Background: an optimization exercise with open tools, aiming at small area. Do not read the settings as production practice.
At most, simulation tests tie the RTL to the original design; equivalence was not proved.
No functional check of the RTL was part of run 3.
Power is estimated from default activity; no workload was simulated.

===== flow/config.mk =====
export PLATFORM = sky130hd
export DESIGN_NAME = reg_bank_shadowed
export DESIGN_NICKNAME = reg_bank_shadowed
export VERILOG_FILES = /design/flow/design.v
export SDC_FILE = /design/flow/constraint.sdc
export NUM_CORES = 4
export LEC_CHECK = 0
export CAP_MARGIN = 20
export CORE_MARGIN = 2
export CORE_UTILIZATION = 35
export SLEW_MARGIN = 20

===== flow/constraint.sdc =====
create_clock -name core_clock -period 4.5 [get_ports {clk}]
set_input_delay 0.9000 -clock core_clock [delete_from_list [all_inputs] [get_ports {clk}]]
set_output_delay 0.9000 -clock core_clock [all_outputs]
set_load 0.01 [all_outputs]

===== flow/design.v =====
package reg_bank_pkg;
    typedef enum logic {
        IDLE,
        ARMED
    } commit_state_t;
endpackage
module reg_bank_commit_fsm (
    input  logic clk,
    input  logic rst,
    input  logic commit_req,
    input  logic frame_start,
    output logic copy_en,
    output logic commit_pending,
    output logic commit_done
);
    logic pending_q;
    logic done_q;
    assign copy_en = pending_q & frame_start;
    always_ff @(posedge clk) begin
        if (rst) begin
            pending_q <= 1'b0;
            done_q    <= 1'b0;
        end else begin
            done_q    <= copy_en;
            pending_q <= pending_q ? ~frame_start : commit_req;
        end
    end
    assign commit_pending = pending_q;
    assign commit_done    = done_q;
endmodule
module reg_bank_shadowed
#(
    parameter int unsigned DATA_WIDTH   = 16,
    parameter int unsigned RO_DEPTH     = 128,
    parameter int unsigned RW_DEPTH     = 128,
    parameter int unsigned RO_CH        = 4,
    parameter int unsigned DP_CH        = 4,
    parameter int unsigned COMMIT_MODE  = 0,
    parameter int unsigned RW_RESET_VAL = 0
) (
    input  logic                        clk,
    input  logic                        rst,
    input  logic [$clog2(RO_DEPTH + RW_DEPTH)-1:0] mem_addr,
    input  logic [DATA_WIDTH-1:0]       mem_data_in,
    input  logic                        mem_we,
    input  logic                        mem_re,
    output logic [DATA_WIDTH-1:0]       mem_data_out,
    output logic                        mem_rvalid,
    output logic                        mem_err,
    input  logic [RO_CH*DATA_WIDTH-1:0] ro_in,
    input  logic                        commit_req,
    input  logic                        frame_start,
    output logic                        commit_pending,
    output logic                        commit_done,
    output logic [DP_CH*DATA_WIDTH-1:0] dp_out
);
    if (DATA_WIDTH != 16 || RO_DEPTH != 128 || RW_DEPTH != 128 ||
        RO_CH != 4 || DP_CH != 4 || COMMIT_MODE != 0 ||
        RW_RESET_VAL != 0) begin : g_bad_params
        $error("this implementation supports the default parameters only");
    end
    localparam int W  = 16;
    localparam int NR = 128;
    localparam int NP = 4;      
    logic [6:0]  a;
    logic        a_hi;
    logic [7:0]  dec_lo;        
    logic [15:0] dec_hi;        
    logic [15:0] wdec_hi;       
    logic [NR-1:0] rsel;        
    logic [NR-1:0] wsel;        
    logic        phase_q;
    logic [W-1:0] col;          
    logic [W-1:0] q      [NR];
    logic [W-1:0] act_q  [DP_CH];
    logic [W-1:0] rdata_d;
    logic [W-1:0] rdata_q;
    logic        rvalid_q;
    logic        err_q;
    logic        copy_en;
    assign a    = mem_addr[6:0];
    assign a_hi = mem_addr[7];
    for (genvar j = 0; j < 8; j++) begin : g_dlo
        assign dec_lo[j] = (a[2:0] == 3'(j));
    end
    for (genvar k = 0; k < 16; k++) begin : g_dhi
        assign dec_hi[k]  = (a[6:3] == 4'(k));
        assign wdec_hi[k] = dec_hi[k] & mem_we & a_hi;
    end
    for (genvar r = 0; r < NR; r++) begin : g_sel
        assign rsel[r] = dec_lo[r % 8] & dec_hi[r / 8];
        assign wsel[r] = dec_lo[r % 8] & wdec_hi[r / 8];
    end
    always_ff @(posedge clk) begin
        if (rst) phase_q <= 1'b0;
        else     phase_q <= ~phase_q;
    end
    assign col = mem_data_in ^ {W{phase_q}};
    for (genvar r = 0; r < NP; r++) begin : g_plain
        always_ff @(posedge clk) begin
            if (rst | wsel[r]) q[r] <= mem_data_in & {W{~rst}};
        end
    end
    for (genvar r = NP; r < NR; r++) begin : g_tog
        logic set_r;
        logic keep_r;
        assign set_r  = rst | wsel[r];
        assign keep_r = rst | ~wsel[r];
        always_ff @(posedge clk) begin
            q[r] <= ~((q[r] | {W{set_r}}) & (col | {W{keep_r}}));
        end
    end
    for (genvar d = 0; d < DP_CH; d++) begin : g_act
        always_ff @(posedge clk) begin
            if (rst | copy_en) act_q[d] <= q[d] & {W{~rst}};
        end
        assign dp_out[d*W +: W] = act_q[d];
    end
    logic [W-1:0] rd_tog;       
    logic [W-1:0] rd_low;       
    logic         low4;
    always_comb begin
        rd_tog = '0;
        for (int r = NP; r < NR; r++) begin
            rd_tog = rd_tog | (q[r] & {W{rsel[r]}});
        end
    end
    always_comb begin
        unique case ({a_hi, a[1:0]})
            3'd0: rd_low = ro_in[0*W +: W];
            3'd1: rd_low = ro_in[1*W +: W];
            3'd2: rd_low = ro_in[2*W +: W];
            3'd3: rd_low = ro_in[3*W +: W];
            3'd4: rd_low = q[0];
            3'd5: rd_low = q[1];
            3'd6: rd_low = q[2];
            default: rd_low = q[3];
        endcase
    end
    assign low4 = (a[6:2] == 5'd0);
    assign rdata_d = low4 ? rd_low :
                     (a_hi ? (rd_tog ^ {W{phase_q}}) : '0);
    always_ff @(posedge clk) begin
        if (rst) begin
            rdata_q  <= '0;
            rvalid_q <= 1'b0;
            err_q    <= 1'b0;
        end else begin
            rvalid_q <= mem_re;
            err_q    <= mem_we & ~a_hi;
            if (mem_re) rdata_q <= rdata_d;
        end
    end
    assign mem_data_out = rdata_q;
    assign mem_rvalid   = rvalid_q;
    assign mem_err      = err_q;
    reg_bank_commit_fsm u_commit (
        .clk            (clk),
        .rst            (rst),
        .commit_req     (commit_req),
        .frame_start    (frame_start),
        .copy_en        (copy_en),
        .commit_pending (commit_pending),
        .commit_done    (commit_done)
    );
endmodule

===== flow/run.sh =====
#!/bin/bash
# synth_recipe.tcl (not shown) runs the flow's synth.tcl, then flattens the netlist and writes it again
# the make line also repeats each setting of config.mk as NAME=value (left out here)
make -C /OpenROAD-flow-scripts/flow DESIGN_CONFIG=/design/flow/config.mk WORK_HOME=/design/flow/orfs CLKGATE_MAP_FILE= SYNTH_SCRIPT=/design/flow/synth_recipe.tcl finish

==> notes.md, run 1 <==
clock power share=43.1%; Final Hold Vio Count=0; number of synthesized flops with an enable pin=128; sw frac=29.3%; Synth Flop Type=dfxtp_1; worst-path maximum fanout=10; critical path arrival=5.60 ns; Slew @ Worst Pin=1.39 ns; Hold Path Class=input port to flop; critical path data required time=5.25 ns; vias=93,800; Crit-path slowest cell=a222oi_1; first drt pass iteration count=15; H-Tree Level Count=4; CP bufs+invs=7; f_max=0.206 GHz; Initial Utilization=between 30% and 40%; Post-CTS Resized=1; yosys warns=4; Die Y=471 um; # setup viols final=10; routed wire length=677,000 um; Die ar.=between 0.2 and 0.25 mm2; hold-fix buffers at CTS=0; CTS tree=yes; commonest non-fill, non-tap cells in the layout=2,047 x o22ai_1, 2,004 x dfxtp_1, 1,213 x buf_4, 442 x nand3_1, 439 x a22oi_1; initial antenna violation count=roughly 130; Worst Hold Margin=0.404 ns; combinational power share=12.5%; layout check failures=setup timing; setup ws final=-0.349 ns; routed len/inst=58.0 um; RD Place Congestion=1.19; register area share after synthesis=57.5%; status=complete, but fails checks; CP peak stage delay=0.71 ns; fin. max-slew vios=0; IO Port Bufs=177; RSZ-0062 raised after global routing=false; total congestion overflow=0; Syn Std Cell Area=approximately 0.076 mm2; # fillers=20,000; core area=between 0.2 and 0.25 mm2; clk_skew=around 0.06 ns; share of layout cells above drive strength 1=23.2%; Switch Pwr=14.3 mW; Worst-path clk slew=about 0.060 ns; Crit path top cell by count=buf_4; worst r2r src=q[39][13]$_DFF_P_; Area Overhead vs Synth=32.9%; delay-heaviest family, CP=compound AO/OA/AOI/OAI gates; Clock Sinks=~2,100; internal power=~35 mW; register area=~0.044 mm2; leakage power=between 30 and 40 nW; cells after synthesis=7,476; Max-Cap Viols=0; vias per cell=8.03; average size of a mapped cell=10.2 um2; async set-reset flop share out of synthesis=0%; period utilization=108%; io pins=around 180; Rows=171; CTS root buffer=clkbuf_16; CTS Buffer Depth=3; Max VDD drop=0.000492 V; Netlist cell types=80; First DRT Iteration DRCs=22,300; flops & latches, synth=~2,100; Post-CTS Setup Inserts=0; hold path startpoint=rst; startpoint types=input port; CP cell instances=buf_2, buf_4, buf_4, nor3b_2, buf_4, buf_4, a22o_1, a222oi_1, o21ai_0, or3_1, nor4_2, buf_4, xor2_1, buf_4, o211ai_1; Die Wd=roughly 470 um; Seq pwr share=44.4%; clk latency of the worst-skew pair=0.96 ns; HPWL after DPL=478,000 um; minimum clock period=4.85 ns; Max transition margin=7.03%; DRC violation count after routing=0; Nets=approximately 8,600; multi-input logic area=~0.030 mm2; most common cell after layout, fill and taps aside=o22ai_1; Core Util, Final=between 40 and 50%; vias in the first global route=between 80,000 and 90,000; first-pass GRT wire length=851,000 um; TritonCTS Buffers=roughly 230; Total GRT Usage=roughly three fifths; kind of critical path=input port to flop; pin count of the biggest net entering global routing=slightly below 90; CP endpoint kind=flop; P per Cell Area=between 400 and 500 mW/mm2; Setup crit start=mem_addr[2]; ANT nets after route=0
==> cell families after synthesis <==
| family | Yosys count | share of synthesized area (%) |
|---|---|---|
| xor gates and xnor gates | 29 | 0.332 |
| DFF | 2133 | 57.5 |
| and+or+nand+nor | 1297 | 9.20 |
| AOI/OAI and AO/OA | 3107 | 27.4 |
| muxes | 65 | 0.984 |
| buffers and inverters | 845 | 4.53 |
==> synth_stat cells (29+ instances only) <==
library cell	number	share of area [%]
a2111oi_0	36	0.41
a21o_1	92	0.90
a21oi_1	81	0.53
a221oi_1	34	0.39
a22o_1	68	0.78
a22oi_1	441	4.3
a31o_2	36	0.41
a32oi_1	105	1.2
and3_1	105	0.86
buf_1	76	0.37
buf_2	139	0.91
clkbuf_1	607	3.0
dfxtp_1	2005	52
edfxtp_1	128	5.0
mux2_2	31	0.46
mux2i_1	29	0.38
nand2_1	166	0.81
nand3_1	444	2.9
nand4_1	157	1.3
nor2_1	144	0.71
nor2b_1	91	0.74
nor4_1	54	0.44
o21ai_0	42	0.27
o22ai_1	2047	17
==> per-stage QoR <==
stage	instance area (um2)	instances	power [mW]	setup TNS, ns	setup slack, ns
6_report	102000	11700	49.0	-1.81	-0.349
3_5_place_dp	92900	11100	27.6	-10.02	-1.05
2_1_floorplan	76500	7476	23.8	0	0.833
4_1_cts	101000	11600	48.1	0	0.0348
3_3_place_gp	92900	11100	27.5	-11.69	-1.44
5_1_grt	101000	11600	49.2	0	0.0203
==> metal layers <==
layer / wire length (um) / vias up / track usage (%) / part of all wire [%]
li1: - / 32000 / - / -
met1: 226000 / 45900 / 64.2 / 33
met2: 246000 / 11800 / 74.4 / 36
met3: 120000 / 3997 / 37.9 / 18
met4: 83600 / 67 / 54.0 / 12
met5: 1680 / - / 4.07 / 0.25
==> worst paths after layout <==
path	to	slack, ns	depth (start not counted)
setup / recovery	rdata_q[6]$_SDFFE_PP0P_	-0.35	15
hold / removal	phase_q$_SDFF_PP0_	0.40	2
setup reg to reg	rdata_q[13]$_SDFFE_PP0P_	0.32	9
hold reg to reg	q[124][10]$_DFF_P_	0.43	1
==> sequential cells by signal, summed over array words and instances (netlist names) <==
register	flops
q	2048
act_q	64
rdata_q	16
err_q	1
phase_q	1
rvalid_q	1
u_commit.done_q	1
u_commit.pending_q	1
==> layout make-up <==
type	instances	area share (%)
Sequential cell	2133	43.3
Multi-Input combinational cell	4498	29.1
Timing Repair Buffer	1644	15.6
Clock buffer	325	6.58
Tap cell	2854	3.51
Clock inverter	99	1.53
Antenna cell	121	0.298
Inverter	4	0.0148
==> power by group through the flow <==
stage	sequential, mW	combinational (mW)	clock (mW)
final	21.8	6.13	21.1
after detailed placement	22.0	5.57	0
after CTS	21.6	5.59	20.8
after global placement	22.0	5.53	0
after global routing	21.8	5.83	21.6
after floorplan	21.5	2.31	0
==> worst reg2reg max path, cell delays in order, from the launching register on <==
cell and delay, ns:
dfxtp_1 0.34, nand3_1 0.15, buf_12 0.17, nand4_1 0.92, nor4_1 0.63, buf_4 0.39, and4_1 0.61, nand4_1 0.28
xor2_1 0.22, a221o_1 0.33
==> run 2: changes to the inputs <==
--- a/flow/design.v
+++ b/flow/design.v
@@ -119,12 +119,15 @@
     logic [W-1:0] rd_tog;       
     logic [W-1:0] rd_low;       
     logic         low4;
-    always_comb begin
-        rd_tog = '0;
-        for (int r = NP; r < NR; r++) begin
-            rd_tog = rd_tog | (q[r] & {W{rsel[r]}});
-        end
+    logic [W*(NR-NP)-1:0] q_tog;
+    for (genvar r = NP; r < NR; r++) begin : g_qt
+        assign q_tog[(r-NP)*W +: W] = q[r];
     end
+    reg_bank_rd_mux #(.W(W), .N(NR - NP)) u_rd_mux (
+        .q     (q_tog),
+        .sel_n (~rsel[NR-1:NP]),
+        .out   (rd_tog)
+    );
     always_comb begin
         unique case ({a_hi, a[1:0]})
             3'd0: rd_low = ro_in[0*W +: W];
@@ -164,3 +167,16 @@
         .commit_done    (commit_done)
     );
 endmodule
+module reg_bank_rd_mux #(
+    parameter int W = 16,
+    parameter int N = 124
+) (
+    input  logic [W*N-1:0] q,
+    input  logic [N-1:0]   sel_n,
+    output logic [W-1:0]   out
+);
+    always_comb begin
+        out = '1;
+        for (int i = 0; i < N; i++) out = out & (q[i*W +: W] | {W{sel_n[i]}});
+    end
+endmodule
--- a/flow/config.mk
+++ b/flow/config.mk
@@ -7,5 +7,6 @@
 export LEC_CHECK = 0
 export CAP_MARGIN = 20
 export CORE_MARGIN = 2
-export CORE_UTILIZATION = 35
+export CORE_UTILIZATION = 65
 export SLEW_MARGIN = 20
+export SYNTH_HIERARCHICAL = 1
==> notes.md, run 2 <==
Area Overhead vs Synth=19.5%; CP endpoint kind=flop; Die Wd=341 um; placed insts=8,945; Worst R2R End=rdata_q[4]$_SDFFE_PP0P_; pin count of the biggest net entering global routing=around 140; worst r2r src=q[119][4]$_DFF_P_; number of synthesized flops with an enable pin=128; async set-reset flop share out of synthesis=0%; sw frac=around a quarter; Setup crit start=mem_addr[3]; Worst-path clk slew=roughly 0.060 ns; ANT nets after route=0; most common cell in the netlist=o22ai_1; Die ar.=between 0.1 and 0.15 mm2; worst setup slack after placement=-1.03 ns; startpoint types=input port; io pins=178; Clock Sinks=2,133; vias=72,700; Final Hold Vio Count=0; TritonCTS Buffers=197; Worst Hold Margin=0.434 ns; RD Place Congestion=about 1.1; average size of a mapped cell=10.2 um2; worst-path maximum fanout=15; Nets=7,739; cells after synthesis=around 7,300; kind of critical path=input port to flop; max reg flops=2,048; Commonest cells post-synth=2,881 x o22ai_1, 2,005 x dfxtp_1, 504 x clkbuf_1, 465 x nor2_1, 252 x nand2_1; period utilization=102%; H-Tree Level Count=4; clk latency of the worst-skew pair=0.87 ns; First DRT Iteration DRCs=13,400; Core Util, Final=78.4%; IO Port Bufs=about 180; critical path arrival=5.32 ns; routed len/inst=34.8 um; Die Y=341 um; Final Power=42.7 mW; dominant cell type by area after synthesis=dfxtp_1; DRC violation count after routing=0; Syn Std Cell Area=0.0740 mm2; # setup viols final=4; Yosys top cell area share=54.3%; total congestion overflow=0; routed wire length=324,000 um; Final Instance Area=0.0884 mm2; Top reg by flops=q; clock power share=40.1%; share of layout cells above drive strength 1=roughly 16%; Top Registers=q (2048), act_q (64), rdata_q (16); Switch Pwr=roughly 11 mW; Netlist cell types=54; core area=0.113 mm2; vias per cell=7.80; r2r setup slk=1.18 ns; Seq pwr share=50.1%; clk_skew=a little over 0.04 ns; Max-Cap Viols=0; RSZ-0062 raised after global routing=true; CTS Buffer Depth=3; reg2reg path depth=9; P per Cell Area=a little under 500 mW/mm2; Hold Path Class=flop to flop; leakage power=34.0 nW; layout check failures=setup timing; commonest non-fill, non-tap cells in the layout=2,880 x o22ai_1, 2,004 x dfxtp_1, 690 x buf_4, 430 x nor2_1, 252 x nand2_1; minimum clock period=4.60 ns; f_max=0.218 GHz; setup ws final=-0.0972 ns; Post-CTS Setup Inserts=0; Non-Filler Instances=9,322; register area share after synthesis=59.5%; most common cell after layout, fill and taps aside=o22ai_1; vias in the first global route=67,500; hold-fix buffers at CTS=0; combinational power share=9.9%; CTS root buffer=clkbuf_16; Slew @ Worst Pin=around 1.3 ns; status=complete, but fails checks; Rows=123; Setup Total Neg Slack=-0.295 ns; Max transition margin=between 10% and 20%; internal power=31.7 mW; Total GRT Usage=between 50% and 60%; yosys warns=11; Synth Flop Type=dfxtp_1; initial antenna violation count=19; critical path data required time=~5.2 ns; flops & latches, synth=roughly 2,100; placed cell area=0.0816 mm2; first-pass GRT wire length=462,000 um; Initial Utilization=65.7%; HPWL after DPL=216,000 um; Synth area leaders=dfxtp_1 54%, o22ai_1 24%, edfxtp_1 5.2%, clkbuf_1 2.6%, nor2_1 2.4%; first drt pass iteration count=14; Worst Setup EP=rdata_q[4]$_SDFFE_PP0P_; CTS tree=yes; fin. max-slew vios=0; Max VDD drop=around 0.00042 V
==> run 2: worst min-delay path by stage <==
stage                           start                end  slack (ns)  depth (start not counted)
floorplan            q[21][0]$_DFF_P_   q[21][0]$_DFF_P_        0.41                          1
global placement     q[51][3]$_DFF_P_   q[51][3]$_DFF_P_        0.42                          1
detailed placement  q[126][0]$_DFF_P_  q[126][0]$_DFF_P_        0.43                          1
CTS                 q[126][0]$_DFF_P_  q[126][0]$_DFF_P_        0.44                          1
global route         q[65][9]$_DFF_P_   q[65][9]$_DFF_P_        0.44                          1
finish              q[126][0]$_DFF_P_  q[126][0]$_DFF_P_        0.43                          1
==> run 2: layout make-up <==
cell class | instances | area, um2
timing repair buffer | 981 | 9230
inverter | 20 | 75.1
sequential | 2133 | 44000
clock inverter | 52 | 724
antenna | 19 | 47.5
clock buffer | 305 | 5880
multi-input combinational | 4312 | 26600
tap | 1500 | 1880
fill | 7439 | 24300
==> run 2: power by group through the flow <==
| stage | combinational (mW) | clock [mW] | sequential [mW] |
|---|---|---|---|
| finish | 4.22 | 17.1 | 21.4 |
| global route | 4.24 | 17.7 | 21.5 |
| CTS | 3.92 | 16.9 | 21.3 |
| detailed placement | 3.90 | 0 | 21.7 |
| global placement | 3.80 | 0 | 21.6 |
| floorplan | 2.18 | 0 | 21.5 |
==> run 2: logic make-up (layout without fill, tap and decap cells) <==
logic type / count (synthesis) / after routing / synth area share [%]
AND/OR/NAND/NOR: 1064 / 1064 / 6.74
other: 0 / 19 / 0
XOR/XNOR: 32 / 32 / 0.379
flip-flops: 2133 / 2133 / 59.5
AO/OA/AOI/OAI: 3197 / 3197 / 27.7
multiplexers: 19 / 19 / 0.311
buffers and inverters: 839 / 1358 / 5.37
==> run 2: Yosys stat by module, one instance, submodules excluded, a selection <==
module               flops+latches  area [um2]
reg_bank_commit_fsm              2        80.1
reg_bank_shadowed             2131       63100
==> run 2: worst max-delay path: stages <==
cell and delay, ns:
clkdlybuf4s50_1 0.45, buf_4 0.20, nand2b_1 0.26, nor2_2 0.15, nand2_1 0.10, buf_4 0.28, o22ai_1 0.46, nor2_1 0.28
nand4_1 0.26, or4_1 0.67, buf_4 0.21, nor4_2 0.60, xnor2_1 0.19, o21ai_0 0.10, o2bb2ai_1 0.14
==> run 2: timing repair <==
item,CTS,global route
gates cloned,0,0
hold endpoints to repair,0,0
gates resized for setup,2,22
pin swaps,0,9
setup endpoints to repair,1,10
==> run 2: metal layers <==
metal  share of wire [%]  vias up  GRT usage [%]  routed length (um)
met1                  33    34800           63.7              108000
met2                  41     6827           75.8              132000
met5               0.088        -          0.980                 285
met3                  15     1889           22.7               49800
li1                    -    29200              -                   -
met4                  11       18           44.9               34200
==> run 3: changes to the inputs <==
--- a/flow/design.v
+++ b/flow/design.v
@@ -73,7 +73,6 @@
     logic [W-1:0] col;          
     logic [W-1:0] q      [NR];
     logic [W-1:0] act_q  [DP_CH];
-    logic [W-1:0] rdata_d;
     logic [W-1:0] rdata_q;
     logic        rvalid_q;
     logic        err_q;
@@ -87,6 +86,12 @@
         assign dec_hi[k]  = (a[6:3] == 4'(k));
         assign wdec_hi[k] = dec_hi[k] & mem_we & a_hi;
     end
+    logic [7:0]  lo_set_n;      
+    logic [7:0]  lo_wr;         
+    logic [15:0] whi_set_n;     
+    assign lo_set_n  = ~(dec_lo | {8{rst}});
+    assign lo_wr     = dec_lo & {8{~rst}};
+    assign whi_set_n = ~(wdec_hi | {16{rst}});
     for (genvar r = 0; r < NR; r++) begin : g_sel
         assign rsel[r] = dec_lo[r % 8] & dec_hi[r / 8];
         assign wsel[r] = dec_lo[r % 8] & wdec_hi[r / 8];
@@ -97,36 +102,56 @@
     end
     assign col = mem_data_in ^ {W{phase_q}};
     for (genvar r = 0; r < NP; r++) begin : g_plain
+        logic keep_r;
+        logic load_r;
+        assign keep_r = ~wsel[r] & ~rst;
+        assign load_r = wsel[r] & ~rst;
         always_ff @(posedge clk) begin
-            if (rst | wsel[r]) q[r] <= mem_data_in & {W{~rst}};
+            q[r] <= (q[r] & {W{keep_r}}) | (mem_data_in & {W{load_r}});
         end
     end
     for (genvar r = NP; r < NR; r++) begin : g_tog
         logic set_r;
         logic keep_r;
-        assign set_r  = rst | wsel[r];
-        assign keep_r = rst | ~wsel[r];
+        assign set_r  = ~(lo_set_n[r % 8] | whi_set_n[r / 8]);
+        assign keep_r = ~(lo_wr[r % 8] & wdec_hi[r / 8]);
         always_ff @(posedge clk) begin
             q[r] <= ~((q[r] | {W{set_r}}) & (col | {W{keep_r}}));
         end
     end
+    logic act_keep;
+    logic act_load;
+    assign act_keep = ~copy_en & ~rst;
+    assign act_load = copy_en & ~rst;
     for (genvar d = 0; d < DP_CH; d++) begin : g_act
         always_ff @(posedge clk) begin
-            if (rst | copy_en) act_q[d] <= q[d] & {W{~rst}};
+            act_q[d] <= (act_q[d] & {W{act_keep}}) | (q[d] & {W{act_load}});
         end
         assign dp_out[d*W +: W] = act_q[d];
     end
-    logic [W-1:0] rd_tog;       
     logic [W-1:0] rd_low;       
     logic         low4;
     logic [W*(NR-NP)-1:0] q_tog;
     for (genvar r = NP; r < NR; r++) begin : g_qt
         assign q_tog[(r-NP)*W +: W] = q[r];
     end
+    logic         rd_en;
+    logic         use_tog;
+    logic [W-1:0] rd_base;
+    logic [W-1:0] val1;
+    logic [W-1:0] val0;
+    logic [W-1:0] rdata_nxt;
+    assign rd_en   = mem_re & ~rst;
+    assign use_tog = rd_en & a_hi & ~low4;
+    assign rd_base = (rdata_q & {W{~mem_re & ~rst}}) | (rd_low & {W{rd_en & low4}});
+    assign val1    = rd_base | {W{use_tog & ~phase_q}};
+    assign val0    = rd_base | {W{use_tog & phase_q}};
     reg_bank_rd_mux #(.W(W), .N(NR - NP)) u_rd_mux (
         .q     (q_tog),
         .sel_n (~rsel[NR-1:NP]),
-        .out   (rd_tog)
+        .val1  (val1),
+        .val0  (val0),
+        .out   (rdata_nxt)
     );
     always_comb begin
         unique case ({a_hi, a[1:0]})
@@ -141,18 +166,17 @@
         endcase
     end
     assign low4 = (a[6:2] == 5'd0);
-    assign rdata_d = low4 ? rd_low :
-                     (a_hi ? (rd_tog ^ {W{phase_q}}) : '0);
     always_ff @(posedge clk) begin
         if (rst) begin
-            rdata_q  <= '0;
             rvalid_q <= 1'b0;
             err_q    <= 1'b0;
         end else begin
             rvalid_q <= mem_re;
             err_q    <= mem_we & ~a_hi;
-            if (mem_re) rdata_q <= rdata_d;
-        end
+        end
+    end
+    always_ff @(posedge clk) begin
+        rdata_q <= rdata_nxt;
     end
     assign mem_data_out = rdata_q;
     assign mem_rvalid   = rvalid_q;
@@ -173,10 +197,16 @@
 ) (
     input  logic [W*N-1:0] q,
     input  logic [N-1:0]   sel_n,
+    input  logic [W-1:0]   val1,
+    input  logic [W-1:0]   val0,
     output logic [W-1:0]   out
 );
+    logic [W-1:0] t;
     always_comb begin
-        out = '1;
-        for (int i = 0; i < N; i++) out = out & (q[i*W +: W] | {W{sel_n[i]}});
+        t = '1;
+        for (int i = 0; i < N; i++) t = t & (q[i*W +: W] | {W{sel_n[i]}});
+    end
+    for (genvar c = 0; c < W; c++) begin : g_out
+        assign out[c] = t[c] ? val1[c] : val0[c];
     end
 endmodule
==> flow/flow/run.sh (new file) <==
#!/bin/bash
# Standard layout, with two ORFS options the settings list does not
# expose: drop the buffers ABC inserted before placement, and build the
# clock tree without dummy loads.
cp standard.sh standard_copy.txt
cp config.mk config_copy.txt
export REMOVE_ABC_BUFFERS=1
export CTS_ARGS="-sink_clustering_enable -repair_clock_nets -sink_clustering_size 15 -sink_clustering_max_diameter 40 -buf_list sky130_fd_sc_hd__clkbuf_8 -dont_use_dummy_load"
bash standard.sh > standard.log 2>&1
==> flow/standard.sh (new file) <==
#!/bin/bash
# synth_recipe.tcl (not shown) runs the flow's synth.tcl, then flattens the netlist and writes it again
# the make line also repeats each setting of config.mk as NAME=value (left out here)
make -C /OpenROAD-flow-scripts/flow DESIGN_CONFIG=/design/flow/config.mk WORK_HOME=/design/flow/orfs CLKGATE_MAP_FILE= SYNTH_SCRIPT=/design/flow/synth_recipe.tcl "${@:-finish}"
--- a/flow/config.mk
+++ b/flow/config.mk
@@ -8,5 +8,9 @@
 export CAP_MARGIN = 20
 export CORE_MARGIN = 2
 export CORE_UTILIZATION = 65
+export CTS_BUF_LIST = sky130_fd_sc_hd__clkbuf_8
+export CTS_CLUSTER_DIAMETER = 40
+export CTS_CLUSTER_SIZE = 15
+export GPL_TIMING_DRIVEN = 0
 export SLEW_MARGIN = 20
 export SYNTH_HIERARCHICAL = 1
removed: flow/run.sh
==> notes.md, run 3 <==
status=complete, but fails checks; layout check failures=setup timing; Metal-1 WL=107,000 um; met3 wire length=49,400 um; register area=0.0427 mm2; vias in the first global route=61,900; Post-Synth Simple-Gate Area=~5.9%; CTS tree=yes; Clock Sinks=roughly 2,100; ANT nets after route=0; worst r2r src=q[93][2]$_DFF_P_; # setup viols final=15; TritonCTS Buffers=204; Syn Std Cell Area=0.0736 mm2; XOR/XNOR share of the synthesized area=0.190%; number of synthesized flops with an enable pin=0; Max VDD drop=0.000348 V; first drt pass iteration count=10; Rows=123; Hold Path Class=flop to flop; fin. max-slew vios=0; Initial Utilization=65.5%; hold path startpoint=q[105][8]$_DFF_P_; share of layout cells above drive strength 1=8.77%; register area share after synthesis=58.0%; RD Place Congestion=0.996; Top Registers=q (2048), act_q (64), rdata_q (16); max reg flops=2,048; average size of a mapped cell=a little over 10 um2; Max-Cap Viols=0; Commonest cells post-synth=2,688 x o22ai_1, 2,133 x dfxtp_1, 402 x clkbuf_1, 320 x buf_2, 292 x nand2_1; most common cell in the netlist=o22ai_1; Yosys top cell area share=58.0%; Area Overhead vs Synth=10.2%; core area=0.112 mm2; worst-path maximum fanout=58; Top reg by flops=q; RSZ-0062 raised after global routing=false; clk latency of the worst-skew pair=0.97 ns; Non-Filler Instances=8,450; Die ar.=~0.12 mm2; P per Cell Area=about 430 mW/mm2; pin count of the biggest net entering global routing=75; Final Hold Vio Count=0; setup ws final=-0.251 ns; Nets=a little over 7,000; Max transition margin=15.3%; Synth area leaders=dfxtp_1 58%, o22ai_1 23%, buf_2 2.2%, clkbuf_1 2.0%, o22a_1 1.7%; main combinational cell family by area after synthesis=compound AO/OA/AOI/OAI gates; HPWL after DPL=203,000 um; Netlist cell types=57; r2r setup slk=between 1 and 1.5 ns; Die Y=341 um; period utilization=106%; cells after synthesis=7,238; Worst-path clk slew=0.08 ns; minimum clock period=4.75 ns; post-synthesis mux area share=between 1 and 1.5%; H-Tree Level Count=4; f_max=0.210 GHz; dominant cell type by area after synthesis=dfxtp_1; async set-reset flop share out of synthesis=0%; most common cell after layout, fill and taps aside=o22ai_1; flops & latches, synth=2,133; multi-input logic area=0.0283 mm2; DRC violation count after routing=0; First DRT Iteration DRCs=12,100; leakage power=29.7 nW; commonest non-fill, non-tap cells in the layout=2,688 x o22ai_1, 2,132 x dfxtp_1, 239 x nand2_1, 204 x clkbuf_8, 168 x clkdlybuf4s50_1; io pins=178; clk_skew=0.0858 ns; Slew @ Worst Pin=between 1 and 1.5 ns; vias per cell=8.04; Adder-Cell Fraction of Synth Area=0%; Die Wd=341 um; yosys warns=11; Total GRT Usage=48.9%; # fillers=8,345; worst setup slack after placement=-2.12 ns; initial antenna violation count=10; total congestion overflow=0; Synth Flop Type=dfxtp_1; routed len/inst=35.1 um; post-synthesis compound-gate area fraction=29.4%; routed wire length=~300,000 um; met2 routed WL=117,000 um; CTS root buffer=clkbuf_8; critical path arrival=5.56 ns; CP endpoint kind=flop; first-pass GRT wire length=424,000 um; CTS Buffer Depth=3; vias=67,900; Setup crit start=mem_addr[0]; Setup Total Neg Slack=-2.11 ns; kind of critical path=input port to flop; placed insts=8,242; top layer in use=met5; Post-CTS Setup Inserts=0; startpoint types=input port; IO Port Bufs=approximately 180; critical path data required time=5.31 ns
## run 3: changes by cell type in the layout (fill, tap and decap cells not counted), moves of 96 or more
| cell | before | now |
|---|---|---|
| buf_4 | 690 | 14 |
| nor2_1 | 430 | 86 |
| clkbuf_16 | 201 | 0 |
| o22ai_1 | 2880 | 2688 |
| clkbuf_8 | 47 | 204 |
| dfxtp_1 | 2004 | 2132 |
| edfxtp_1 | 128 | 0 |
| buf_16 | 1 | 97 |
| o22a_1 | 48 | 144 |
## run 3: cells by family (layout without fill, tap and decap cells)
family          after synthesis  count (layout)
compound gates             3298            3298
flops                      2133            2133
buf+inv                     855             563
simple gates                851             851
mux                          85              85
xor+xnor                     16              16
other cells                   0               4
## run 3: metal layers
metal | up-vias | global-route usage [%]
met5 | - | 0.531
met4 | 16 | 30.3
met3 | 1285 | 21.5
met2 | 5903 | 66.4
met1 | 32800 | 63.6
li1 | 27900 | -
## run 3: final cells by class
class,count,area share [%]
well taps,1500,2.31
repair buffers,341,6.60
clock buffers,204,3.46
inverters,18,0.0832
diodes,4,0.0123
multi-input cells,4250,34.9
flip-flops and latches,2133,52.6
## run 3: power by group
| group | internal [mW] | switching [mW] | total, mW |
|---|---|---|---|
| registers | 20.2 | 0.747 | 20.9 |
| clock network | 4.01 | 6.16 | 10.2 |
| logic | 1.50 | 2.63 | 4.13 |
| total | 25.7 | 9.53 | 35.2 |
## run 3: timing repair
item	in CTS	in global routing
hold buffers	0	0
resized for setup	85	64
endpoints found under the setup margin	16	16
pin swaps	4	11
## run 3: final timing paths
path                                            to  cells past startpoint
worst max-delay path            rdata_q[6]$_DFF_P_                     11
worst min-delay path             q[105][8]$_DFF_P_                      1
worst max register to register  rdata_q[2]$_DFF_P_                      6
worst min register to register   q[105][8]$_DFF_P_                      1
## run 3: per-module statistics from Yosys, one instance, submodules excluded, a selection
| module | area, um2 | cells inside | flip-flops and latches |
|---|---|---|---|
| reg_bank_shadowed | 63100 | 5639 | 2131 |
| reg_bank_commit_fsm | 80.1 | 7 | 2 |
## run 3: metrics by stage
step	total power, mW	hold slack [ns]	utilization, %	cell area [um2]
6_report	35.2	0.435	72.1	81200
5_1_grt	36.0	0.445	72.1	81200
4_1_cts	34.8	0.435	71.9	80900
3_5_place_dp	25.1	0.427	69.0	77700
3_3_place_gp	24.3	0.417	65.3	73400
2_1_floorplan	22.8	0.412	-	69800
## run 3: worst max-delay path: stages
cell and delay [ns]:
buf_6 0.40, nand2b_1 0.48, nor2_4 0.19, buf_12 0.22, buf_16 0.19, nand2_2 0.45, o22ai_1 0.25, nor4_2 0.77
nand4_1 0.73, nor4_4 0.54, mux2_1 0.36
==> run 4: changes to the inputs <==
--- a/flow/design.v
+++ b/flow/design.v
@@ -67,7 +67,6 @@
     logic [7:0]  dec_lo;        
     logic [15:0] dec_hi;        
     logic [15:0] wdec_hi;       
-    logic [NR-1:0] rsel;        
     logic [NR-1:0] wsel;        
     logic        phase_q;
     logic [W-1:0] col;          
@@ -93,7 +92,6 @@
     assign lo_wr     = dec_lo & {8{~rst}};
     assign whi_set_n = ~(wdec_hi | {16{rst}});
     for (genvar r = 0; r < NR; r++) begin : g_sel
-        assign rsel[r] = dec_lo[r % 8] & dec_hi[r / 8];
         assign wsel[r] = dec_lo[r % 8] & wdec_hi[r / 8];
     end
     always_ff @(posedge clk) begin
@@ -146,9 +144,14 @@
     assign rd_base = (rdata_q & {W{~mem_re & ~rst}}) | (rd_low & {W{rd_en & low4}});
     assign val1    = rd_base | {W{use_tog & ~phase_q}};
     assign val0    = rd_base | {W{use_tog & phase_q}};
+    logic [NR-NP-1:0] rsel_n;
+    reg_bank_rd_dec #(.N(NR - NP)) u_rd_dec (
+        .addr  (a),
+        .sel_n (rsel_n)
+    );
     reg_bank_rd_mux #(.W(W), .N(NR - NP)) u_rd_mux (
         .q     (q_tog),
-        .sel_n (~rsel[NR-1:NP]),
+        .sel_n (rsel_n),
         .val1  (val1),
         .val0  (val0),
         .out   (rdata_nxt)
@@ -210,3 +213,21 @@
         assign out[c] = t[c] ? val1[c] : val0[c];
     end
 endmodule
+module reg_bank_rd_dec #(
+    parameter int N = 124
+) (
+    input  logic [6:0]   addr,
+    output logic [N-1:0] sel_n
+);
+    logic [7:0]  dlo;
+    logic [15:0] dhi;
+    for (genvar j = 0; j < 8; j++) begin : g_dlo
+        assign dlo[j] = (addr[2:0] == 3'(j));
+    end
+    for (genvar k = 0; k < 16; k++) begin : g_dhi
+        assign dhi[k] = (addr[6:3] == 4'(k));
+    end
+    for (genvar i = 0; i < N; i++) begin : g_sel
+        assign sel_n[i] = ~(dlo[(128 - N + i) % 8] & dhi[(128 - N + i) / 8]);
+    end
+endmodule
--- a/flow/config.mk
+++ b/flow/config.mk
@@ -5,12 +5,13 @@
 export SDC_FILE = /design/flow/constraint.sdc
 export NUM_CORES = 4
 export LEC_CHECK = 0
-export CAP_MARGIN = 20
+export CAP_MARGIN = 0
 export CORE_MARGIN = 2
-export CORE_UTILIZATION = 65
+export CORE_UTILIZATION = 55
 export CTS_BUF_LIST = sky130_fd_sc_hd__clkbuf_8
 export CTS_CLUSTER_DIAMETER = 40
 export CTS_CLUSTER_SIZE = 15
 export GPL_TIMING_DRIVEN = 0
-export SLEW_MARGIN = 20
+export SETUP_SLACK_MARGIN = 0.5
+export SLEW_MARGIN = 0
 export SYNTH_HIERARCHICAL = 1
==> notes.md, run 4 <==
CTS tree=yes; post-synthesis compound-gate area fraction=28.2%; Area Overhead vs Synth=11.9%; CP cell instances=buf_2, buf_12, and3b_2, nand2_4, o22a_1, o221ai_1, nor3_2, nand4_1, nor4_4, mux2_1; Syn Std Cell Area=0.0734 mm2; Top Registers=q (2048), act_q (64), rdata_q (16); setup ws final=0.107 ns; IO Port Bufs=177; worst setup slack after placement=-2.82 ns; routed wire length=316,000 um; core area=~0.13 mm2; clk latency of the worst-skew pair=between 1 and 1.5 ns; yosys warns=11; cells after synthesis=7,237; Die ar.=about 0.14 mm2; status=complete, but fails checks; hold depth=2; Commonest cells post-synth=2,688 x o22ai_1, 2,133 x dfxtp_1, 390 x clkbuf_1, 287 x buf_2, 275 x nand2_1; Crit-path slowest cell=nand4_1; Rows=134; Clock Sinks=~2,100; main combinational cell family by area after synthesis=compound AO/OA/AOI/OAI gates; Hold Path Class=input port to flop; RD Place Congestion=0.984; Netlist cell types=62; ANT nets after route=0; critical path arrival=5.19 ns; startpoint types=input port; fin. max-slew vios=54; share of layout cells above drive strength 1=between 10% and 20%; kind of critical path=input port to flop; pin count of the biggest net entering global routing=between 70 and 80; RSZ-0062 raised after global routing=true; dominant cell type by area after synthesis=dfxtp_1; CP peak stage delay=0.92 ns; period utilization=just under 100%; clk_skew=between 0.1 and 0.15 ns; Setup crit start=mem_addr[2]; Synth Flop Type=dfxtp_1; HPWL after DPL=219,000 um; Max-Cap Viols=7; Final Instance Area=~0.082 mm2; post-synthesis mux area share=1.24%; critical path data required time=5.29 ns; vias in the first global route=slightly above 60,000; Setup Total Neg Slack=0 ns; reg2reg path depth=6; Initial Utilization=approximately 55%; Die Y=around 370 um; Final Hold Vio Count=0; average size of a mapped cell=10.1 um2; leakage power=29.5 nW; flops & latches, synth=about 2,100; number of synthesized flops with an enable pin=0; initial antenna violation count=12; f_max=0.228 GHz; io pins=178; DRC violation count after routing=0; max reg flops=2,048; XOR/XNOR share of the synthesized area=less than 1%; CTS root buffer=clkbuf_8; layout check failures=capacitance limit, slew limit; hold-fix buffers at CTS=0; Max transition margin=-12.5%; P per Cell Area=470 mW/mm2; Slew @ Worst Pin=1.68 ns; worst r2r src=q[59][6]$_DFF_P_; hold path startpoint=rst; Worst-path clk slew=0.07 ns; Core Util, Final=61.8%; register area share after synthesis=58.2%; Top reg by flops=q; TritonCTS Buffers=roughly 240; Yosys top cell area share=between 50% and 60%; total congestion overflow=0; most common cell after layout, fill and taps aside=o22ai_1; async set-reset flop share out of synthesis=0%; CTS Buffer Depth=3; vias=66,900; CP endpoint kind=flop; First DRT Iteration DRCs=10,300; first drt pass iteration count=9; commonest non-fill, non-tap cells in the layout=2,688 x o22ai_1, 2,132 x dfxtp_1, 237 x clkbuf_8, 176 x nand2_1, 168 x clkdlybuf4s50_1; minimum clock period=about 4.4 ns; first-pass GRT wire length=448,000 um; Post-Synth Simple-Gate Area=6.88%; placed cell area=0.0775 mm2; Total GRT Usage=44.7%; worst-path maximum fanout=29; Synth area leaders=dfxtp_1 58%, o22ai_1 23%, clkbuf_1 2.0%, buf_2 2.0%, o22a_1 1.7%; Adder-Cell Fraction of Synth Area=0%; Nets=7,103; H-Tree Level Count=4; most common cell in the netlist=o22ai_1; routed len/inst=between 30 and 40 um; Die Wd=369 um; # setup viols final=0; Max VDD drop=0.000369 V; Worst Hold Margin=0.308 ns; vias per cell=7.62
[run 4: cell types whose count changed in the layout (fill, tap and decap cells not counted), sizes merged, moves of 15 or more]
cell | previous run | this run
a21o | 124 | 0
nor2 | 117 | 238
nand3 | 14 | 37
a21oi | 72 | 57
nand2 | 298 | 275
buf | 168 | 186
clkbuf | 207 | 239
[run 4: worst max-delay path, delay by kind of cell]
| family | cells | cell delay, ns |
|---|---|---|
| muxes | 1 | 0.36 |
| and+or+nand+nor | 5 | 3.01 |
| buffers and inverters | 2 | 0.47 |
| AOI/OAI and AO/OA | 2 | 0.34 |
[run 4: kinds of logic after synthesis]
logic type,Yosys count
DFF,2133
xor gates and xnor gates,16
muxes,89
and+or+nand+nor,990
buffers and inverters,842
AOI/OAI and AO/OA,3167
[run 4: final cells by class]
| cell class | instances | area, um2 |
|---|---|---|
| Fill cell | 11200 | 50800 |
| Tap cell | 1768 | 2210 |
| Timing Repair Buffer | 358 | 5140 |
| Clock buffer | 235 | 3230 |
| Multi-Input combinational cell | 4262 | 28800 |
| Sequential cell | 2133 | 42700 |
| Antenna cell | 7 | 17.5 |
| Inverter | 19 | 71.3 |
[run 4: path summary, 6_finish.rpt]
kind                                             end  slack, ns
worst max register to register    rdata_q[6]$_DFF_P_       1.29
worst min-delay path            act_q[1][14]$_DFF_P_       0.31
worst max-delay path              rdata_q[6]$_DFF_P_       0.11
worst min register to register     q[121][3]$_DFF_P_       0.43
[run 4: per-stage QoR]
stage / power, mW / instances
after global routing: 39.7 / 8778
final: 38.6 / 8782
after detailed placement: 27.6 / 8520
after floorplan: 25.0 / 6414
after global placement: 26.8 / 8359
after CTS: 38.2 / 8760
[run 4: power breakdown]
group          total, mW  switching (mW)  internal, mW
clock network       11.0            6.40          4.59
registers           22.7            1.31          21.4
logic               4.94            3.09          1.85
[run 4: repair_timing]
| item | 4_1_cts | 5_1_grt |
|---|---|---|
| endpoints found under the hold margin | 0 | 0 |
| buffers inserted | 5 | 12 |
| resized for setup | 225 | 55 |
| pin swaps | 25 | 22 |
| endpoints found under the setup margin | 307 | 16 |
[run 4: per-module statistics from Yosys, one instance, submodules excluded, excerpt]
module,flip-flops and latches,copies in the design
reg_bank_commit_fsm,2,1
reg_bank_shadowed,2131,1
[run 4: per-layer routing]
| metal | routed length (um) | track usage (%) | vias to the layer above |
|---|---|---|---|
| li1 | - | - | 28000 |
| met1 | 122000 | 58.6 | 33000 |
| met2 | 128000 | 62.4 | 4900 |
| met3 | 44400 | 17.4 | 1050 |
| met4 | 21200 | 25.3 | 20 |
| met5 | 412 | 1.46 | - |
==> run 5: changes to the inputs <==
--- a/flow/config.mk
+++ b/flow/config.mk
@@ -5,13 +5,13 @@
 export SDC_FILE = /design/flow/constraint.sdc
 export NUM_CORES = 4
 export LEC_CHECK = 0
-export CAP_MARGIN = 0
+export CAP_MARGIN = 20
 export CORE_MARGIN = 2
 export CORE_UTILIZATION = 55
 export CTS_BUF_LIST = sky130_fd_sc_hd__clkbuf_8
 export CTS_CLUSTER_DIAMETER = 40
 export CTS_CLUSTER_SIZE = 15
 export GPL_TIMING_DRIVEN = 0
-export SETUP_SLACK_MARGIN = 0.5
-export SLEW_MARGIN = 0
+export SETUP_SLACK_MARGIN = 0.4
+export SLEW_MARGIN = 20
 export SYNTH_HIERARCHICAL = 1
==> notes.md, run 5 <==
Commonest cells post-synth=2,688 x o22ai_1, 2,133 x dfxtp_1, 390 x clkbuf_1, 287 x buf_2, 275 x nand2_1; Syn Std Cell Area=0.0734 mm2; reg2reg path depth=5; CP endpoint kind=flop; share of layout cells above drive strength 1=12.1%; CTS root buffer=clkbuf_8; Die Wd=369 um; cells after synthesis=slightly above 7,000; Netlist cell types=62; number of synthesized flops with an enable pin=0; kind of critical path=input port to flop; Hold Path Class=input port to flop; CTS tree=yes; P per Cell Area=467 mW/mm2; Die ar.=0.136 mm2; max reg flops=2,048; most common cell after layout, fill and taps aside=o22ai_1; Slew @ Worst Pin=1.30 ns; commonest non-fill, non-tap cells in the layout=2,688 x o22ai_1, 2,132 x dfxtp_1, 234 x clkbuf_8, 182 x nand2_1, 168 x clkdlybuf4s50_1; hold-fix buffers at CTS=0; async set-reset flop share out of synthesis=0%; Top reg by flops=q; fin. max-slew vios=0; post-synthesis compound-gate area fraction=28.2%; Worst Setup EP=rdata_q[6]$_DFF_P_; f_max=0.231 GHz; flops & latches, synth=2,133; HPWL after DPL=~220,000 um; Initial Utilization=55.2%; core area=roughly 0.13 mm2; routed wire length=~320,000 um; Total GRT Usage=44.8%; RSZ-0062 raised after global routing=true; Yosys top cell area share=58.2%; minimum clock period=4.33 ns; critical path data required time=5.32 ns; placed cell area=just under 0.08 mm2; period utilization=~96%; CTS Buffer Depth=3; yosys warns=11; Worst Hold Margin=0.381 ns; delay-heaviest family, CP=simple AND/OR/NAND/NOR gates; Max VDD drop=0.000324 V; DRC violation count after routing=0; Clock Sinks=2,133; First DRT Iteration DRCs=10,400; post-synthesis mux area share=1.24%; clk latency of the worst-skew pair=1.03 ns; Adder-Cell Fraction of Synth Area=0%; total congestion overflow=0; CP cell instances=buf_2, buf_12, and3b_4, nand2_2, o22a_1, o221ai_1, nor3_1, nand4_1, nor4_4, mux2_1; status=finished clean; Rows=134; Synth Flop Type=dfxtp_1; Final Power=38.8 mW; vias in the first global route=between 60,000 and 70,000; pin count of the biggest net entering global routing=77; RD Place Congestion=0.984; Post-Synth Simple-Gate Area=under 10%; first drt pass iteration count=9; first-pass GRT wire length=449,000 um; Max transition margin=13.6%; IO Port Bufs=177; average size of a mapped cell=10.1 um2; Max-Cap Viols=0; XOR/XNOR share of the synthesized area=0.191%; initial antenna violation count=12; register area share after synthesis=58.2%; Top Registers=q (2048), act_q (64), rdata_q (16); placed insts=~8,600; most common cell in the netlist=o22ai_1; Post-CTS Setup Inserts=0; H-Tree Level Count=4; Final Hold Vio Count=0; Nets=7,124; Setup crit start=mem_addr[2]; Worst R2R End=rdata_q[1]$_DFF_P_; worst r2r src=q[87][1]$_DFF_P_; routed len/inst=35.9 um; Core Util, Final=a little over three fifths; r2r setup slk=roughly 1.3 ns; TritonCTS Buffers=234; ANT nets after route=0; Die Y=369 um; io pins=around 180; Crit. path cell count=10; Non-Filler Instances=about 8,800; CP bufs+invs=2; Crit-path slowest cell=nand4_1; worst-path maximum fanout=25; Final Instance Area=0.0831 mm2; clk_skew=0.0998 ns; # setup viols final=0; startpoint types=input port; critical path arrival=5.15 ns; dominant cell type by area after synthesis=dfxtp_1; setup ws final=roughly 0.17 ns; worst setup slack after placement=-2.62 ns; CP peak stage delay=0.76 ns; leakage power=29.8 nW; vias=66,900; Setup Total Neg Slack=0 ns; Worst-path clk slew=~0.08 ns; Synth area leaders=dfxtp_1 58%, o22ai_1 23%, clkbuf_1 2.0%, buf_2 2.0%, o22a_1 1.7%; main combinational cell family by area after synthesis=compound AO/OA/AOI/OAI gates; Area Overhead vs Synth=13.2%; vias per cell=between 7 and 8
-- run 5: cell counts after synthesis --
No cell type changed its count.
-- run 5: per-layer routing --
layer  GRT usage, %  vias to the layer above  share of wire [%]
met5           1.42                        -               0.14
li1               -                    28000                  -
met3           17.9                     1104                 14
met2           61.8                     4797                 40
met4           27.5                       26                7.1
met1           58.3                    33000                 39
-- run 5: repair_timing --
item                                    in CTS  in global routing
pin swaps                                   19                 21
endpoints found under the setup margin      43                 16
gates cloned                                 0                  0
resized for setup                          171                 54
-- run 5: power breakdown --
| group | internal (mW) | switching, mW | total [mW] |
|---|---|---|---|
| clock network | 4.57 | 6.44 | 11.0 |
| registers | 21.4 | 1.31 | 22.7 |
| logic | 2.03 | 3.15 | 5.18 |
-- run 5: worst min path at each step --
| stage | startpoint | depth (start not counted) | end |
|---|---|---|---|
| 2_1_floorplan | q[15][10]$_DFF_P_ | 1 | q[15][10]$_DFF_P_ |
| 3_3_place_gp | q[17][5]$_DFF_P_ | 1 | q[17][5]$_DFF_P_ |
| 3_5_place_dp | q[104][1]$_DFF_P_ | 1 | q[104][1]$_DFF_P_ |
| 4_1_cts | rst | 2 | act_q[2][15]$_DFF_P_ |
| 5_1_grt | rst | 2 | u_commit.done_q$_SDFF_PP0_ |
| 6_report | rst | 2 | act_q[0][15]$_DFF_P_ |
-- run 5: modules after synthesis, one instance, submodules excluded, excerpt --
module / cells inside / cell area [um2] / copies in the design
reg_bank_shadowed: 5463 / 61900 / 1
reg_bank_commit_fsm: 7 / 80.1 / 1
-- run 5: final cells by class --
cell class / instances / area, um2
inverter: 19 / 71.3
clock buffer: 234 / 3220
multi-input combinational: 4262 / 28900
sequential: 2133 / 42700
tap: 1768 / 2210
fill: 11100 / 49800
timing repair buffer: 380 / 6010
antenna: 4 / 10.0
-- run 5: worst reg2reg max path: stages (launching register included) --
cell and delay, ns:
dfxtp_1 0.34, o22ai_1 0.24, nor4_4 0.64, nand4_1 0.76, nor4_4 0.73, mux2_1 0.38
-- run 5: kinds of logic after synthesis --
logic type / count (synthesis)
mux: 89
compound gates: 3167
flops: 2133
xor+xnor: 16
buf+inv: 842
simple gates: 990
==> run 6: changes to the inputs <==
--- a/flow/config.mk
+++ b/flow/config.mk
@@ -7,11 +7,11 @@
 export LEC_CHECK = 0
 export CAP_MARGIN = 20
 export CORE_MARGIN = 2
-export CORE_UTILIZATION = 55
+export CORE_UTILIZATION = 60
 export CTS_BUF_LIST = sky130_fd_sc_hd__clkbuf_8
 export CTS_CLUSTER_DIAMETER = 40
 export CTS_CLUSTER_SIZE = 15
 export GPL_TIMING_DRIVEN = 0
-export SETUP_SLACK_MARGIN = 0.4
+export SETUP_SLACK_MARGIN = 0.6
 export SLEW_MARGIN = 20
 export SYNTH_HIERARCHICAL = 1
==> notes.md, run 6 <==
status=finished clean; total congestion overflow=0; Max VDD drop=about 0.00038 V; most common cell in the netlist=o22ai_1; CTS tree=yes; vias in the first global route=around 63,000; IO Port Bufs=177; Synth area leaders=dfxtp_1 58%, o22ai_1 23%, clkbuf_1 2.0%, buf_2 2.0%, o22a_1 1.7%; main combinational cell family by area after synthesis=compound AO/OA/AOI/OAI gates; routed len/inst=36.2 um; Final Hold Vio Count=0; XOR/XNOR share of the synthesized area=less than 1%; cells after synthesis=7,237; placed cell area=just under 0.08 mm2; Post-Synth Simple-Gate Area=between 6 and 7%; register area share after synthesis=58.2%; Initial Utilization=60.4%; fin. max-slew vios=0; # setup viols final=0; top layer in use=met5; First DRT Iteration DRCs=11,500; Die Y=354 um; max reg flops=2,048; clk latency of the worst-skew pair=1.03 ns; average size of a mapped cell=10.1 um2; first-pass GRT wire length=444,000 um; Clock Sinks=2,133; vias per cell=7.91; Top reg by flops=q; H-Tree Level Count=4; io pins=178; worst-path maximum fanout=25; critical path arrival=just over 5 ns; clk_skew=0.0924 ns; met3 wire length=49,300 um; Syn Std Cell Area=0.0734 mm2; Nets=7,120; Die Wd=approximately 350 um; TritonCTS Buffers=212; pin count of the biggest net entering global routing=78; Area Overhead vs Synth=13.1%; share of layout cells above drive strength 1=between 10% and 20%; Core Util, Final=about two thirds; CTS root buffer=clkbuf_8; Slew @ Worst Pin=1.33 ns; Adder-Cell Fraction of Synth Area=0%; minimum clock period=4.19 ns; core area=0.122 mm2; Die ar.=0.125 mm2; most common cell after layout, fill and taps aside=o22ai_1; number of synthesized flops with an enable pin=0; first drt pass iteration count=12; Yosys top cell area share=58.2%; leakage power=roughly 30 nW; period utilization=93.1%; f_max=0.239 GHz; setup ws final=slightly above 0.3 ns; Final Power=38.3 mW; Total GRT Usage=a little under half; yosys warns=11; met2 routed WL=~120,000 um; CP endpoint kind=flop; Synth Flop Type=dfxtp_1; Top Registers=q (2048), act_q (64), rdata_q (16); async set-reset flop share out of synthesis=0%; initial antenna violation count=17; worst setup slack after placement=-2.32 ns; RD Place Congestion=1.01; kind of critical path=input port to flop; RSZ-0062 raised after global routing=true; startpoint types=input port; commonest non-fill, non-tap cells in the layout=2,688 x o22ai_1, 2,132 x dfxtp_1, 212 x clkbuf_8, 170 x nand2_1, 168 x clkdlybuf4s50_1; Worst Hold Margin=0.313 ns; Max transition margin=11.2%; HPWL after DPL=214,000 um; vias=68,500; critical path data required time=5.34 ns; DRC violation count after routing=0; dominant cell type by area after synthesis=dfxtp_1; CTS Buffer Depth=3; post-synthesis compound-gate area fraction=28.2%; ANT nets after route=0; Final Instance Area=approximately 0.083 mm2; P per Cell Area=462 mW/mm2; Commonest cells post-synth=2,688 x o22ai_1, 2,133 x dfxtp_1, 390 x clkbuf_1, 287 x buf_2, 275 x nand2_1; post-synthesis mux area share=1.24%; Metal-1 WL=between 100,000 and 150,000 um; flops & latches, synth=2,133; routed wire length=313,000 um; Netlist cell types=62; Rows=between 100 and 150; Hold Path Class=input port to flop; Worst-path clk slew=0.07 ns; Max-Cap Viols=0
run 6: cell counts after synthesis:
No cell type changed its count.
run 6: logic make-up after synthesis:
logic type             Yosys count
AND/OR/NAND/NOR                990
flip-flops                    2133
XOR/XNOR                        16
multiplexers                    89
buffers and inverters          842
AO/OA/AOI/OAI                 3167
run 6: stage by stage:
stage                     std cells   TNS, ns
after floorplan                6414  -2413.85
after global placement         8216         -
after detailed placement       8413   -126.57
after CTS                      8630         0
after global routing           8651         0
final                          8656         0
run 6: layer usage:
layer | global-route usage (%) | up-vias
li1 | - | 28000
met1 | 62.2 | 33300
met2 | 64.4 | 5714
met3 | 21.8 | 1447
met4 | 28.8 | 30
met5 | 4.49 | -
run 6: cell type report:
type / count / area (um2)
clock buffers: 212 / 2920
repair buffers: 398 / 6190
multi-input cells: 4262 / 29100
inverters: 19 / 71.3
fillers: 9329 / 38500
diodes: 7 / 17.5
well taps: 1625 / 2030
flip-flops and latches: 2133 / 42700
run 6: path summary, 6_finish.rpt:
kind	from	to	slack, ns	depth (start not counted)
setup reg to reg	q[61][6]$_DFF_P_	rdata_q[6]$_DFF_P_	1.27	6
setup / recovery	mem_addr[2]	rdata_q[15]$_DFF_P_	0.31	10
hold / removal	rst	act_q[1][12]$_DFF_P_	0.31	2
hold reg to reg	q[114][6]$_DFF_P_	q[114][6]$_DFF_P_	0.43	1
run 6: report_power, final:
group          internal, mW  leakage, nW  switching [mW]
Sequential             21.4         17.9            1.34
Combinational          2.04         10.6            3.18
Clock                  4.16         1.52            6.27
run 6: critical path, stage by stage:
cell	delay [ns]
clkbuf_4	0.28
buf_12	0.25
nor3_4	0.17
buf_8	0.22
nand2_2	0.43
o22ai_1	0.18
nor4_1	0.59
nand4_1	0.88
nor4_4	0.67
mux2_1	0.36
run 6: modules after synthesis, one instance, submodules excluded, a selection:
module	cell area (um2)	copies in the design	cells
reg_bank_shadowed	61900	1	5463
reg_bank_commit_fsm	80.1	1	7
run 6: timing repair:
item	in CTS	in global routing
hold buffers	0	0
buffers inserted	5	17
gates cloned	0	2
resized for setup	189	81
setup endpoints to repair	19	16
pin swaps	14	26
==> run 7: changes to the inputs <==
==> flow/config.mk (replaced) <==
export PLATFORM = sky130hd
export DESIGN_NAME = reg_bank_shadowed
export DESIGN_NICKNAME = reg_bank_shadowed
export VERILOG_FILES = /design/flow/design.v
export SDC_FILE = /design/flow/constraint.sdc
export NUM_CORES = 4
export LEC_CHECK = 0
export CAP_MARGIN = 10
export CORE_MARGIN = 2
export CORE_UTILIZATION = 55
export CTS_BUF_LIST = sky130_fd_sc_hd__clkbuf_8
export CTS_CLUSTER_DIAMETER = 40
export CTS_CLUSTER_SIZE = 15
export GPL_TIMING_DRIVEN = 0
export SETUP_SLACK_MARGIN = 0.4
export SLEW_MARGIN = 10
export SYNTH_HIERARCHICAL = 1
==> notes.md, run 7 <==
share of layout cells above drive strength 1=11.7%; clk latency of the worst-skew pair=1.04 ns; Top reg by flops=q; critical path data required time=5.38 ns; Commonest cells post-synth=2,688 x o22ai_1, 2,133 x dfxtp_1, 390 x clkbuf_1, 287 x buf_2, 275 x nand2_1; register area share after synthesis=58.2%; vias=67,300; dominant cell type by area after synthesis=dfxtp_1; Nets=7,119; routed wire length=317,000 um; first drt pass iteration count=9; async set-reset flop share out of synthesis=0%; Top Registers=q (2048), act_q (64), rdata_q (16); io pins=178; clk_skew=0.0969 ns; kind of critical path=input port to flop; leakage power=between 20 and 30 nW; average size of a mapped cell=10.1 um2; Max transition margin=about a tenth; CP endpoint kind=flop; Clock Sinks=around 2,100; Max VDD drop=0.000322 V; max reg flops=2,048; delay-heaviest family, CP=simple AND/OR/NAND/NOR gates; CP peak stage delay=0.76 ns; startpoint types=input port; vias in the first global route=61,700; DRC violation count after routing=0; First DRT Iteration DRCs=roughly 10,000; Syn Std Cell Area=~0.073 mm2; vias per cell=7.65; Synth area leaders=dfxtp_1 58%, o22ai_1 23%, clkbuf_1 2.0%, buf_2 2.0%, o22a_1 1.7%; Final Hold Vio Count=0; minimum clock period=~4.3 ns; Synth Flop Type=dfxtp_1; routed len/inst=between 30 and 40 um; Die Y=369 um; IO Port Bufs=177; Crit. path cell count=10; CTS Buffer Depth=3; CTS root buffer=clkbuf_8; number of synthesized flops with an enable pin=0; # setup viols final=0; cells after synthesis=around 7,200; CTS tree=yes; fin. max-slew vios=0; Die ar.=0.136 mm2; yosys warns=11; Worst-path clk slew=0.09 ns; Total GRT Usage=~45%; first-pass GRT wire length=approximately 450,000 um; P per Cell Area=468 mW/mm2; placed insts=8,552; Rows=~130; commonest non-fill, non-tap cells in the layout=2,688 x o22ai_1, 2,132 x dfxtp_1, 231 x clkbuf_8, 183 x nand2_1, 168 x clkdlybuf4s50_1; Crit-path slowest cell=nand4_1; RSZ-0062 raised after global routing=true; Area Overhead vs Synth=12.3%; Max-Cap Viols=0; Slew @ Worst Pin=roughly 1.4 ns; total congestion overflow=0; RD Place Congestion=0.984; Netlist cell types=62; f_max=0.231 GHz; H-Tree Level Count=4; Hold Path Class=input port to flop; Die Wd=369 um; HPWL after DPL=221,000 um; period utilization=96.1%; CP cell instances=buf_2, buf_12, nor3b_4, buf_8, nand2_2, o22ai_1, nor4_2, nand4_1, nor4_2, mux2_1; TritonCTS Buffers=between 200 and 250; CP bufs+invs=3; Yosys top cell area share=58.2%; most common cell after layout, fill and taps aside=o22ai_1; initial antenna violation count=15; worst-path maximum fanout=25; Non-Filler Instances=8,803; pin count of the biggest net entering global routing=78; Worst Hold Margin=about 0.26 ns; ANT nets after route=0; reg2reg path depth=5; Initial Utilization=55.2%; flops & latches, synth=about 2,100; hold depth=2; most common cell in the netlist=o22ai_1; critical path arrival=5.20 ns; Final Power=38.6 mW; core area=0.133 mm2; Crit path top cell by count=nor4_2; status=finished clean
## run 7: cell counts after synthesis
Identical to the previous run, type by type.
## run 7: kinds of logic (layout without fill, tap and decap cells)
family / Yosys count / after routing / share of synthesized area [%]
compound gates: 3167 / 3167 / 28.2
simple gates: 990 / 990 / 6.88
buf+inv: 842 / 628 / 5.30
other cells: 0 / 12 / 0
mux: 89 / 89 / 1.24
flops: 2133 / 2133 / 58.2
xor+xnor: 16 / 16 / 0.191
## run 7: final timing paths
| check | from | endpoint | slack (ns) |
|---|---|---|---|
| max | mem_addr[2] | rdata_q[4]$_DFF_P_ | 0.17 |
| min | rst | act_q[0][15]$_DFF_P_ | 0.26 |
| max reg2reg | q[115][0]$_DFF_P_ | rdata_q[0]$_DFF_P_ | 1.25 |
| min reg2reg | q[41][4]$_DFF_P_ | q[41][4]$_DFF_P_ | 0.43 |
## run 7: through the flow
step	util, %	setup WS (ns)	setup TNS (ns)	instance area [um2]
after CTS	61.7	0.353	0	82000
after global routing	62.0	0.371	0	82400
after detailed placement	58.8	-2.61	-357.02	78200
final	62.0	0.173	0	82500
after global placement	55.3	-7.73	-	73600
after floorplan	-	-1.30	-2413.85	69600
## run 7: what timing repair did
item	in CTS	in global routing
hold buffers	0	0
cloned	0	0
setup buffers	0	2
endpoints found under the setup margin	46	16
resized for setup	164	66
pin swaps	14	16
## run 7: cell type report
cell class | instances | area, um2
well taps | 1768 | 2210
diodes | 12 | 30.0
fillers | 11200 | 50500
inverters | 19 | 71.3
clock buffers | 231 | 3180
flip-flops and latches | 2133 | 42700
multi-input cells | 4262 | 28700
repair buffers | 378 | 5580
## run 7: metal layers
layer	track usage [%]	routed length (um)	vias up
li1	-	-	28000
met1	59.0	123000	33400
met2	62.1	127000	4872
met3	17.0	44500	1059
met4	26.5	22800	16
met5	0.427	246	-
## run 7: where the power goes
group | switching [mW] | internal (mW)
Combinational | 3.11 | 1.90
Clock | 6.38 | 4.51
Sequential | 1.31 | 21.4
## run 7: worst reg2reg max path, delay by kind of cell, from the launching register on
kind	cells	cell delay, ns
simple gates	3	2.08
flops	1	0.43
mux	1	0.38
compound gates	1	0.22
## run 7: per-module statistics from Yosys (local to each module, per instance), excerpt
module | times used | flip-flops and latches
reg_bank_shadowed | 1 | 2131
reg_bank_commit_fsm | 1 | 2

## what the ideal ports hide
No port has a modelled driver above. Below, the same layouts with a new extraction and two added sets of constraints.
Step 1: set_driving_cell puts a clkbuf_16 on clk and a buf_2 on each other input, an assumption about the parent block.
Step 2, shift: input delay + t, output delay - t, t = (earliest + latest rising clock arrival at the registers) / 2. This alone moves slack from input paths to output paths.
Three values: ideal, step 1, step 2; two values: the first two.
run	t, ns	slack for setup (ns)	clock arrival spread, ns	worst register clock-pin slew, ns
run 1	1.012	-0.349 / -0.294 / -1.306	0.064 / 0.063	0.07 / 0.07
run 2	0.935	-0.097 / -0.151 / -1.086	0.052 / 0.052	0.07 / 0.07
run 3	1.004	-0.251 / -0.217 / -1.221	0.090 / 0.089	0.10 / 0.10
run 4	1.043	0.107 / 0.135 / -0.908	0.117 / 0.118	0.10 / 0.10
run 5	1.047	0.173 / 0.190 / -0.857	0.122 / 0.122	0.10 / 0.10
run 6	1.053	0.312 / 0.336 / -0.717	0.098 / 0.098	0.10 / 0.10
run 7	1.066	0.173 / 0.195 / -0.870	0.113 / 0.113	0.10 / 0.10
The setup slack of run 7, which loses most, moves by +0.022 ns with the drivers and by -1.043 ns with both steps.
